This design comes from an exercise in tuning for small area on the open sky130 flow, not from production work. Where RTL was checked, it was by simulation tests only, not by an equivalence proof against the original. No activity file was given, so power comes from the tool's default toggle rates.

// pcie_tx
module pcie_tx (
   input  logic                                    pcie_clk,
   input  logic                                    rst_reg,
   input  logic                                    wr_req,
   output logic                                    wr_ack,
   input  logic                                    wr_beat_valid,
   input  logic [pcie_tx_link_pkg::data_w-1:0]     wr_data,
   input  logic [pcie_tx_link_pkg::rem_w-1:0]      wr_rem,
   input  logic                                    wr_sof,
   input  logic                                    wr_eof,
   input  logic [2:0]                               wr_merge,
   input  logic [pcie_tx_link_pkg::mem_addr_w-1:0] wr_mem_addr_hi,
   input  logic [pcie_tx_link_pkg::mem_addr_w-1:0] wr_mem_addr_lo,
   input  logic                                    wr_mem_en_hi,
   input  logic                                    wr_mem_en_lo,
   input  logic                                    rd_req,
   output logic                                    rd_ack,
   input  logic                                    rd_beat_valid,
   input  logic [pcie_tx_link_pkg::data_w-1:0]     rd_data,
   input  logic [pcie_tx_link_pkg::rem_w-1:0]      rd_rem,
   input  logic                                    rd_sof,
   input  logic                                    rd_eof,
   input  logic                                    cm_req,
   output logic                                    cm_ack,
   input  logic                                    cm_beat_valid,
   input  logic [pcie_tx_link_pkg::data_w-1:0]     cm_data,
   input  logic [pcie_tx_link_pkg::rem_w-1:0]      cm_rem,
   input  logic                                    cm_sof,
   input  logic                                    cm_eof,
   input  logic [2:0]                               cm_merge,
   input  logic [pcie_tx_link_pkg::mem_addr_w-1:0] cm_mem_addr_hi,
   input  logic [pcie_tx_link_pkg::mem_addr_w-1:0] cm_mem_addr_lo,
   input  logic                                    cm_mem_en_hi,
   input  logic                                    cm_mem_en_lo,
  ...
For scale: about 1200 cells after synthesis, ~470 flip-flops, roughly 590 I/O pins, about 17000 um^2 of cells after synthesis.
clock: 4.0 ns
lec_check: 0
abc_area: 1
cap_margin: 20
core_margin: 2
core_utilization: 60
slew_margin: 20
standard.sh (not shown) runs the stock make flow with config.mk's settings and CLKGATE_MAP_FILE= SYNTH_SCRIPT=/design/flow/synth_recipe.tcl, a recipe that flattens the netlist after the stock synthesis.
==> flow/flow/run.sh <==
#!/bin/bash
# Standard ORFS layout with three changes:
#  - synthesis maps with an area-oriented ABC script (choice network + amap) in place of
#    ORFS's abc_area.script; registers are untouched, only the combinational mapping differs,
#  - the port buffers are the smallest buffer, sky130_fd_sc_hd__buf_1,
#  - the clock tree uses small clock buffers and no dummy loads.
# All of ORFS's output goes to flow_standard.log; each step's own log is under orfs/logs/.
set -euo pipefail
mkdir -p scripts_area
cp -r "$FLOW_HOME"/scripts/. scripts_area/
printf 'strash\ndch -f\namap\ntopo\nstime -c\n' > scripts_area/abc_area.script
export SCRIPTS_DIR="$PWD/scripts_area"
export BUFFER_PORTS_ARGS="-buffer_cell sky130_fd_sc_hd__buf_1"
export CTS_ARGS="-sink_clustering_enable -repair_clock_nets -dont_use_dummy_load -buf_list sky130_fd_sc_hd__clkbuf_8 -sink_clustering_size 20 -sink_clustering_max_diameter 50"
bash standard.sh > flow_standard.log 2>&1
Edit:
--- a/flow/flow/run.sh
+++ b/flow/flow/run.sh
@@ -13,3 +13,3 @@
 export BUFFER_PORTS_ARGS="-buffer_cell sky130_fd_sc_hd__buf_1"
-export CTS_ARGS="-sink_clustering_enable -repair_clock_nets -dont_use_dummy_load -buf_list sky130_fd_sc_hd__clkbuf_8 -sink_clustering_size 20 -sink_clustering_max_diameter 50"
+export CTS_ARGS="-sink_clustering_enable -repair_clock_nets -dont_use_dummy_load -buf_list sky130_fd_sc_hd__clkbuf_4 -sink_clustering_size 10 -sink_clustering_max_diameter 40"
 bash standard.sh > flow_standard.log 2>&1
Result: The changed run completed without violations. Global-route usage grows by 0.12 points. Total power decreases by 2.1%. Routed wire length barely changes.
No functional check of the RTL was part of any run of this note.

========
== indigo ==
pcie_tx, a different RTL version from the one above (not shown whole).
For scale: about 1600 cells after synthesis, ~470 flip-flops, about 590 I/O pins.
==> flow/config.mk <==
export PLATFORM = sky130hd
export DESIGN_NAME = pcie_tx
export DESIGN_NICKNAME = pcie_tx
export VERILOG_FILES = /design/flow/design.v
export SDC_FILE = /design/flow/constraint.sdc
export NUM_CORES = 4
export LEC_CHECK = 0
export CAP_MARGIN = 20
export CORE_MARGIN = 2
export CORE_UTILIZATION = 60
export SLEW_MARGIN = 20
==> flow/constraint.sdc <==
create_clock -name core_clock -period 4.0 [get_ports {pcie_clk}]
set_input_delay 0.8000 -clock core_clock [delete_from_list [all_inputs] [get_ports {pcie_clk}]]
set_output_delay 0.8000 -clock core_clock [all_outputs]
set_load 0.01 [all_outputs]
==> flow/flow/run.sh <==
#!/bin/bash
# Standard ORFS layout, with the smallest buffer on the ports and a lighter clock tree
# (small clock buffers, no dummy loads). Each tool's output goes to flow_standard.log.
set -euo pipefail
export BUFFER_PORTS_ARGS="-buffer_cell sky130_fd_sc_hd__buf_1"
export CTS_ARGS="-sink_clustering_enable -repair_clock_nets -dont_use_dummy_load -buf_list sky130_fd_sc_hd__clkbuf_2"
bash standard.sh > flow_standard.log 2>&1
indigo finished end to end and its layout was clean on timing, DRC and antenna.
### indigo -> sierra
diff --git a/flow/config.mk b/flow/config.mk
--- a/flow/config.mk
+++ b/flow/config.mk
@@ -7,0 +8 @@
+export ABC_AREA = 1
Results
- sierra vs indigo on final instance area: sierra is the lower one.
- Compared with indigo, sierra is hungrier on power.
- Die footprint, sierra and indigo, lower one = sierra.
- indigo → sierra: clock distribution area overhead in the final layout held, multi-input gate count rose by about 18%, slack of the worst reg-to-reg path moved down.
- In sierra the wire length turned out about 6% higher than in indigo.
- In the reports for sierra and indigo, the larger number of buffers added by the clock tree synthesis step belongs to sierra.
- The sequential share of layout area in sierra sits 0.35 points above the value recorded for indigo.
- Part of the power in the clock network was lower in sierra than in indigo.

========
Setup of run A:
pcie_tx, a different RTL version from the one above (not shown whole).
Size in the first run: ~1400 cells after synthesis.
export LEC_CHECK = 0
export ABC_AREA = 1
export CAP_MARGIN = 20
export CORE_MARGIN = 2
export CORE_UTILIZATION = 70
export SLEW_MARGIN = 20
create_clock -name core_clock -period 4.0 [get_ports {pcie_clk}]
==> flow/flow/run.sh <==
#!/bin/bash
# Standard ORFS layout with three changes:
#  - synthesis maps with an area-oriented ABC script (choice network + amap) in place of
#    ORFS's abc_area.script; registers are untouched, only the combinational mapping differs,
#  - the port buffers are the smallest buffer, sky130_fd_sc_hd__buf_1,
#  - the clock tree uses small clock buffers and no dummy loads.
# All of ORFS's output goes to flow_standard.log; each step's own log is under orfs/logs/.
set -euo pipefail
mkdir -p scripts_area
cp -r "$FLOW_HOME"/scripts/. scripts_area/
printf 'strash\ndch -f\namap\ntopo\nstime -c\n' > scripts_area/abc_area.script
export SCRIPTS_DIR="$PWD/scripts_area"
export BUFFER_PORTS_ARGS="-buffer_cell sky130_fd_sc_hd__buf_1"
export CTS_ARGS="-sink_clustering_enable -repair_clock_nets -dont_use_dummy_load -buf_list sky130_fd_sc_hd__clkbuf_4 -sink_clustering_size 10 -sink_clustering_max_diameter 40"
bash standard.sh > flow_standard.log 2>&1
The flow ended early for run A: it failed with a tool error in 3_2_place_iop.
What run B does differently from run A at the input level:
Settings: CORE_UTILIZATION: 70 -> 60.
--- a/flow/flow/run.sh
+++ b/flow/flow/run.sh
@@ -13,3 +13,3 @@
 export BUFFER_PORTS_ARGS="-buffer_cell sky130_fd_sc_hd__buf_1"
-export CTS_ARGS="-sink_clustering_enable -repair_clock_nets -dont_use_dummy_load -buf_list sky130_fd_sc_hd__clkbuf_4 -sink_clustering_size 10 -sink_clustering_max_diameter 40"
+export CTS_ARGS="-sink_clustering_enable -repair_clock_nets -dont_use_dummy_load -buf_list sky130_fd_sc_hd__clkbuf_4 -sink_clustering_size 12 -sink_clustering_max_diameter 30"
 bash standard.sh > flow_standard.log 2>&1
Results
- Having completed the whole flow, run B delivered a layout that passed the timing, DRC and antenna checks.
- Reported for run A and run B, synthesized-area fraction occupied by and/or/nand/nor cells turned out identical to the last digit.
- Register bit total from synthesis: run A vs run B, no meaningful difference
- From run A to run B the numbers moved as follows: die height went up, synthesized cell count did not really move.
- Re number of distinct library cell variants in the gate-level netlist after synthesis: no difference whatsoever between run B and run A.
- Between run A and run B, the difference in combined area of all synthesized cells is negligible.
- The final reports for run B and run A show starting density of the core lower in the former.
- Taking run B as 1.0, run A lands at 0.933 on number of placement rows.
- The chip width in run B is 1.08 times that in run A.
Here is what was changed in the inputs of run C compared with run B.
--- a/flow/flow/run.sh
+++ b/flow/flow/run.sh
@@ -13,3 +13,3 @@
 export BUFFER_PORTS_ARGS="-buffer_cell sky130_fd_sc_hd__buf_1"
-export CTS_ARGS="-sink_clustering_enable -repair_clock_nets -dont_use_dummy_load -buf_list sky130_fd_sc_hd__clkbuf_4 -sink_clustering_size 12 -sink_clustering_max_diameter 30"
+export CTS_ARGS="-sink_clustering_enable -repair_clock_nets -dont_use_dummy_load -buf_list sky130_fd_sc_hd__clkbuf_4 -sink_clustering_size 10 -sink_clustering_max_diameter 40"
 bash standard.sh > flow_standard.log 2>&1
Findings:
- Comparing run B and run C, internal power summed over all cells is lower on run C.
- Of the two candidates, run B has the worse wire length of the first global-routing pass and run C the better one.
- On met3 wirelength from detailed routing: run C sits below run B.
- The final reports for run C and run B show part of the power in combinational logic higher in the former.
- Run C reports a higher setup slack than run B does.

==> separate check: timing with driven ports <==
The flow's constraints put no driver on any port. The routed layouts listed below were extracted and timed again, unchanged, in two steps.
Step 1, drivers: a clkbuf_16 drives pcie_clk and a buf_2 each remaining input, both assumed.
Step 2 adds t to the input delays and takes it off the output delays; t is the mean of the earliest and latest rising clock arrival at the registers after step 1. Input paths then give back, and output paths get back, about the clock's delay inside the block.
a / b / c = ideal ports / drivers / drivers and shift; a / b = the first two.
| run | t, ns | setup slack, ns | worst setup path after step 2 | worst slew at a driven data input, ns |
|---|---|---|---|---|
| the first run of note 1 | 0.603 | 0.972 / 0.972 / 0.882 | input to register | 0.17 |
| the second run of note 1 | 0.758 | 0.895 / 0.895 / 0.895 | register to register | 0.15 |
| indigo | 0.909 | 1.082 / 1.036 / 1.037 | input to register | 0.16 |
| sierra | 0.939 | 0.884 / 0.836 / 1.118 | register to register | 0.11 |
| run B | 0.734 | 0.476 / 0.476 / 0.476 | register to register | 0.17 |
| run C | 0.738 | 0.518 / 0.518 / 0.518 | register to register | 0.15 |
After both steps setup and hold are still met in every run listed. The setup slack of the first run of note 1, which loses most, moves by 0.000 ns with the drivers and by -0.090 ns with both steps.
